Background: an optimization exercise with open tools, aiming at small area, a short achievable clock period and few clock cycles per item. Do not read the settings as production practice. At most, simulation tests tie the RTL to the original design; equivalence was not proved. Power and IR drop assume default switching activity.

==> flow/design.v <==
package bpr_pkg;
   localparam int unsigned PAT_BYTES = 16;
endpackage
module byte_pattern_replace_core (
   input  logic        clock,
   input  logic        reset,
   input  logic        req_valid,
   output logic        req_ready,
   input  logic [8:0]  req_data,
   output logic        rsp_valid,
   input  logic        rsp_ready,
   output logic [26:0] rsp_data,
   input  logic        csr_write_en,
   input  logic [2:0]  csr_index,
   input  logic [63:0] csr_write_data
);
   localparam int N = 17;    
   logic [15:0][7:0] pat_q, rpl_q;
   logic [4:0]       len_q;      
   logic [15:0]      lim_q;
   logic [63:0]      wd;
   logic [5:0]       cfg_en;
   assign wd = csr_write_data & {64{~reset}};
   always_comb begin
      for (int k = 0; k < 6; k++)
         cfg_en[k] = reset | (csr_write_en && csr_index == 3'(k));
   end
   always_ff @(posedge clock) begin
      if (cfg_en[0]) pat_q[7:0]  <= wd;
      if (cfg_en[1]) pat_q[15:8] <= wd;
      if (cfg_en[2]) rpl_q[7:0]  <= wd;
      if (cfg_en[3]) rpl_q[15:8] <= wd;
      if (cfg_en[4]) len_q <= (wd[4] && wd[3:0] != 4'd0) ? 5'd16 : wd[4:0];
      if (cfg_en[5]) lim_q <= wd[15:0];
   end
   logic [3:0]  lm1;
   logic        lz, l1, lim0;
   logic [15:0] len_oh;     
   logic [N-1:0] len_lt;    
   always_comb begin
      lm1  = 4'(len_q - 5'd1);
      lz   = len_q == 5'd0;
      l1   = len_q == 5'd1;
      lim0 = lim_q == 16'd0;
      for (int j = 0; j < 16; j++) len_oh[j] = len_q == 5'(j + 1);
      for (int p = 0; p < N; p++) len_lt[p] = 5'(p) < len_q;
   end
   logic        ib_v, ib_rp, ib_e;
   logic [7:0]  ib_b;
   logic [15:0] eq_q;        
   logic        dlast;       
   logic [N-1:0][7:0] qb;
   logic [N-1:0] qe, qr, qn;
   logic [4:0]  occ;         
   logic        room;        
   logic        has_com;     
   logic [3:0]  fill;        
   logic [4:0]  rix;         
   logic [15:0] dv;          
   logic [15:0] cnt_in;      
   logic        allow_q;     
   logic        full_q;      
   logic        ready_q;
   logic        rp_go;
   logic [4:0]  rp_left;
   logic        x_inc;
   logic        ov, o_rep, o_rend, o_done;
   logic [7:0]  o_byte;
   logic [15:0] cnt_out;
   logic        run_start, prev_done;
   logic [3:0]  rep_idx;
   logic        accept, push, load, rp_read;
   logic [15:0] dn, dv_n;
   logic        eql, hit, do_rep, full, clr, emit;
   logic        dnl, dvl, dlast_n;
   logic [3:0]  fill_new;
   logic        rend0, x_set;
   logic [N-1:0] rend_set;
   logic [15:0] cnt_p1;
   logic        allow_cmp, f0_ge, f1_ge;
   assign accept = req_valid && ready_q;
   assign push   = ib_v && !ib_rp && room;
   always_comb begin
      dn[0] = eq_q[0];
      for (int j = 1; j < 16; j++) dn[j] = dv[j-1] && eq_q[j];
      eql     = |(eq_q & len_oh);
      hit     = eql && (dlast || l1);
      do_rep  = hit && allow_q;
      full    = full_q;
      clr     = ib_e || do_rep;
      emit    = clr || lz || full;     
      if (clr || lz)  fill_new = 4'd0;
      else if (full)  fill_new = lm1;
      else            fill_new = fill + 4'd1;
      rend0 = clr || lz || (full && l1);
      rend_set = '0;
      for (int p = 1; p < 16; p++)
         rend_set[p] = len_oh[p] && full && !clr;
      x_set = do_rep && ({1'b0, fill} >= len_q);
      cnt_p1    = cnt_in + 16'd1;
      allow_cmp = lim0 || (cnt_in < lim_q);
      f0_ge     = !lz && (fill >= lm1);
      f1_ge     = !lz && ({1'b0, fill} + 5'd1 >= {1'b0, lm1});
      if (csr_write_en)       dv_n = '0;
      else if (push)          dv_n = clr ? 16'd0 : dn;
      else if (ib_v && ib_rp) dv_n = dn;
      else                    dv_n = dv;
      dnl = |(dn[14:0] & len_oh[15:1]);
      dvl = |(dv[14:0] & len_oh[15:1]);
      if (csr_write_en)       dlast_n = 1'b0;
      else if (push)          dlast_n = !clr && dnl;
      else if (ib_v && ib_rp) dlast_n = dnl;
      else                    dlast_n = dvl;
   end
   logic [7:0]  ent_b;
   logic        ent_e, ent_r, ent_n;
   logic [15:0] base, cnt_run;
   logic        gt1;
   always_comb begin
      load  = has_com && (!ov || rsp_ready);
      ent_b = qb[rix];
      ent_e = qe[rix];
      ent_r = qr[rix];
      ent_n = qn[rix];
      base    = prev_done ? 16'd0 : cnt_out;
      gt1     = occ > {1'b0, fill} + 5'd1;
      cnt_run = ((ent_r || x_inc) && base != 16'hFFFF) ? base + 16'd1 : base;
      rp_read = (rp_left != 5'd0) && !csr_write_en;
      for (int j = 0; j < 16; j++) eq_q[j] = ib_b == pat_q[j];
   end
   logic [4:0] occ_n, rix_n;
   logic [4:0] rp_left_n;
   logic       rp_go_n, ib_v_n;
   always_comb begin
      case ({push, load})
         2'b10:   occ_n = occ + 5'd1;
         2'b01:   occ_n = occ - 5'd1;
         default: occ_n = occ;
      endcase
      if (rp_read) rix_n = rix - 5'd1;
      else case ({push, load})
         2'b10:   rix_n = occ;
         2'b01:   rix_n = occ - 5'd2;
         default: rix_n = occ - 5'd1;
      endcase
      rp_go_n   = csr_write_en && (fill != 4'd0 || ib_v);
      rp_left_n = csr_write_en ? 5'd0 : rp_go ? {1'b0, fill} : rp_read ? rp_left - 5'd1 : rp_left;
      ib_v_n    = accept || rp_read || (ib_v && !ib_rp && !push);
   end
   always_ff @(posedge clock) begin
      if (reset) begin
         ib_v      <= 1'b0;
         ib_rp     <= 1'b0;
         occ       <= '0;
         room      <= 1'b1;
         has_com   <= 1'b0;
         fill      <= '0;
         rix       <= 5'h1F;
         cnt_in    <= '0;
         allow_q   <= 1'b1;
         full_q    <= 1'b0;
         ready_q   <= 1'b0;
         rp_go     <= 1'b0;
         rp_left   <= '0;
         x_inc     <= 1'b0;
         ov        <= 1'b0;
         cnt_out   <= '0;
         run_start <= 1'b1;
         prev_done <= 1'b0;
         rep_idx   <= '0;
      end else begin
         ib_v    <= ib_v_n;
         if (accept) ib_rp <= 1'b0;
         else if (rp_read) ib_rp <= 1'b1;
         occ     <= occ_n;
         room    <= occ_n < 5'(N);
         has_com <= (push && emit) || (load ? gt1 : has_com);
         rix     <= rix_n;
         rp_go   <= rp_go_n;
         rp_left <= rp_left_n;
         ready_q <= !rp_go_n && rp_left_n == 5'd0 && (!ib_v_n || occ_n < 5'(N));
         if (push) begin
            fill   <= fill_new;
            cnt_in <= ib_e ? 16'd0 : (do_rep && cnt_in != 16'hFFFF) ? cnt_p1 : cnt_in;
            allow_q <= ib_e || (do_rep ? (lim0 || cnt_p1 != lim_q) : allow_cmp);
            full_q  <= (clr || lz) ? l1 : (full ? !lz : f1_ge);
         end else begin
            allow_q <= allow_cmp;
            full_q  <= f0_ge;
         end
         if (push && x_set) x_inc <= 1'b1;
         else if (load && run_start) x_inc <= 1'b0;
         ov <= load || (ov && !rsp_ready);
         if (load) begin
            run_start <= ent_n;
            prev_done <= ent_n && ent_e;
            if (run_start) cnt_out <= cnt_run;
            if (ent_r) rep_idx <= (rep_idx == lm1) ? 4'd0 : rep_idx + 4'd1;
         end
      end
   end
   always_ff @(posedge clock) begin
      if (accept) begin
         ib_b <= req_data[8:1];
         ib_e <= req_data[0];
      end else if (rp_read) begin
         ib_b <= ent_b;
         ib_e <= 1'b0;
      end
      dv    <= dv_n;
      dlast <= dlast_n;
      if (push) begin
         qb[0] <= ib_b;
         qe[0] <= ib_e;
         qr[0] <= do_rep;
         qn[0] <= rend0;
         for (int p = 1; p < N; p++) begin
            qb[p] <= qb[p-1];
            qe[p] <= qe[p-1];
            qr[p] <= qr[p-1] || (do_rep && len_lt[p]);
            qn[p] <= qn[p-1] || rend_set[p];
         end
      end
      if (load) begin
         o_byte <= ent_r ? rpl_q[rep_idx] : ent_b;
         o_rep  <= ent_r;
         o_rend <= ent_n;
         o_done <= ent_n && ent_e;
      end
   end
   assign req_ready = ready_q;
   assign rsp_valid = ov;
   assign rsp_data  = {o_byte, o_rep, o_rend, o_done, cnt_out};
endmodule
make LEC_CHECK=0 CAP_MARGIN=20 CORE_MARGIN=2 CORE_UTILIZATION=55 SETUP_SLACK_MARGIN=4.0 SLEW_MARGIN=20 finish   # period 6.5 ns
run.sh (not shown) runs the stock make flow with config.mk's settings and CLKGATE_MAP_FILE= SYNTH_SCRIPT=/design/flow/synth_recipe.tcl, a recipe that flattens the netlist after the stock synthesis.
Change:
--- a/flow/design.v
+++ b/flow/design.v
@@ -45,8 +45,9 @@
       for (int j = 0; j < 16; j++) len_oh[j] = len_q == 5'(j + 1);
       for (int p = 0; p < N; p++) len_lt[p] = 5'(p) < len_q;
    end
    logic        ib_v, ib_rp, ib_e;
+   logic        rs1;         
    logic [7:0]  ib_b;
    logic [15:0] eq_q;        
    logic        dlast;       
    logic [N-1:0][7:0] qb;
@@ -75,8 +76,10 @@
    logic        dnl, dvl, dlast_n;
    logic [3:0]  fill_new;
    logic        rend0, x_set;
    logic [N-1:0] rend_set;
+   logic [7:0]  ib_in;
+   logic [15:0] eq_in;
    logic [15:0] cnt_p1;
    logic        allow_cmp, f0_ge, f1_ge;
    assign accept = req_valid && ready_q;
    assign push   = ib_v && !ib_rp && room;
@@ -125,9 +128,10 @@
       base    = prev_done ? 16'd0 : cnt_out;
       gt1     = occ > {1'b0, fill} + 5'd1;
       cnt_run = ((ent_r || x_inc) && base != 16'hFFFF) ? base + 16'd1 : base;
       rp_read = (rp_left != 5'd0) && !csr_write_en;
-      for (int j = 0; j < 16; j++) eq_q[j] = ib_b == pat_q[j];
+      ib_in   = rs1 ? ib_b : req_data[8:1];
+      for (int j = 0; j < 16; j++) eq_in[j] = ib_in == pat_q[j];
    end
    logic [4:0] occ_n, rix_n;
    logic [4:0] rp_left_n;
    logic       rp_go_n, ib_v_n;
@@ -144,14 +148,15 @@
          default: rix_n = occ - 5'd1;
       endcase
       rp_go_n   = csr_write_en && (fill != 4'd0 || ib_v);
       rp_left_n = csr_write_en ? 5'd0 : rp_go ? {1'b0, fill} : rp_read ? rp_left - 5'd1 : rp_left;
-      ib_v_n    = accept || rp_read || (ib_v && !ib_rp && !push);
+      ib_v_n    = accept || rs1 || (ib_v && !ib_rp && !push);
    end
    always_ff @(posedge clock) begin
       if (reset) begin
          ib_v      <= 1'b0;
          ib_rp     <= 1'b0;
+         rs1       <= 1'b0;
          occ       <= '0;
          room      <= 1'b1;
          has_com   <= 1'b0;
          fill      <= '0;
@@ -170,16 +175,17 @@
          rep_idx   <= '0;
       end else begin
          ib_v    <= ib_v_n;
          if (accept) ib_rp <= 1'b0;
-         else if (rp_read) ib_rp <= 1'b1;
+         else if (rs1) ib_rp <= 1'b1;
+         rs1     <= rp_read;
          occ     <= occ_n;
          room    <= occ_n < 5'(N);
          has_com <= (push && emit) || (load ? gt1 : has_com);
          rix     <= rix_n;
          rp_go   <= rp_go_n;
          rp_left <= rp_left_n;
-         ready_q <= !rp_go_n && rp_left_n == 5'd0 && (!ib_v_n || occ_n < 5'(N));
+         ready_q <= !rp_go_n && rp_left_n == 5'd0 && !rp_read && (!ib_v_n || occ_n < 5'(N));
          if (push) begin
             fill   <= fill_new;
             cnt_in <= ib_e ? 16'd0 : (do_rep && cnt_in != 16'hFFFF) ? cnt_p1 : cnt_in;
             allow_q <= ib_e || (do_rep ? (lim0 || cnt_p1 != lim_q) : allow_cmp);
@@ -206,8 +212,9 @@
       end else if (rp_read) begin
          ib_b <= ent_b;
          ib_e <= 1'b0;
       end
+      if (accept || rs1) eq_q <= eq_in;
       dv    <= dv_n;
       dlast <= dlast_n;
       if (push) begin
          qb[0] <= ib_b;
Result: Non-clock buffer count fell by 44; area after synthesis rose by 2.1%; hold slack barely changes; clock power rose by 13%; cell area rose by 2.1%; wire length rose by 4.5%; global-route usage rose by 0.80 points; clock skew hardly moves; setup slack improves by 350 ps; synthesized cell count is about the same.
Testbench counts after the change, summed over its fixed seeds: cycles 23,020, bytes 22,436.
For the first run of this note, only the layout was checked, not whether the RTL still works.

port drivers added, routing unchanged:
In the flow no input, the clock included, has a driving cell. The finished layouts below were timed again as built, in two steps. Step 1 sets driving cells, clkbuf_16 on the clock port and buf_2 on the other inputs (assumed; they add their load-dependent delay and slew). Step 2, shift: input delay + t, output delay - t, t = (earliest + latest rising clock arrival at the registers) / 2. This alone moves slack from input paths to output paths. a / b / c = no drivers / after step 1 / after step 2; a / b = the first two.
run	t (ns)	setup WS [ns]	hold WS [ns]	worst slew at a driven data input, ns
the first run	0.663	3.645 / 3.645 / 3.208	0.442 / 0.442 / 0.442	0.04
the second run	0.649	3.996 / 3.962 / 3.372	0.440 / 0.440 / 0.440	0.05
After both steps every run listed still meets setup and hold. For the second run, which loses most, drivers alone change the setup slack by -0.034 ns; drivers and shift together by -0.624 ns.
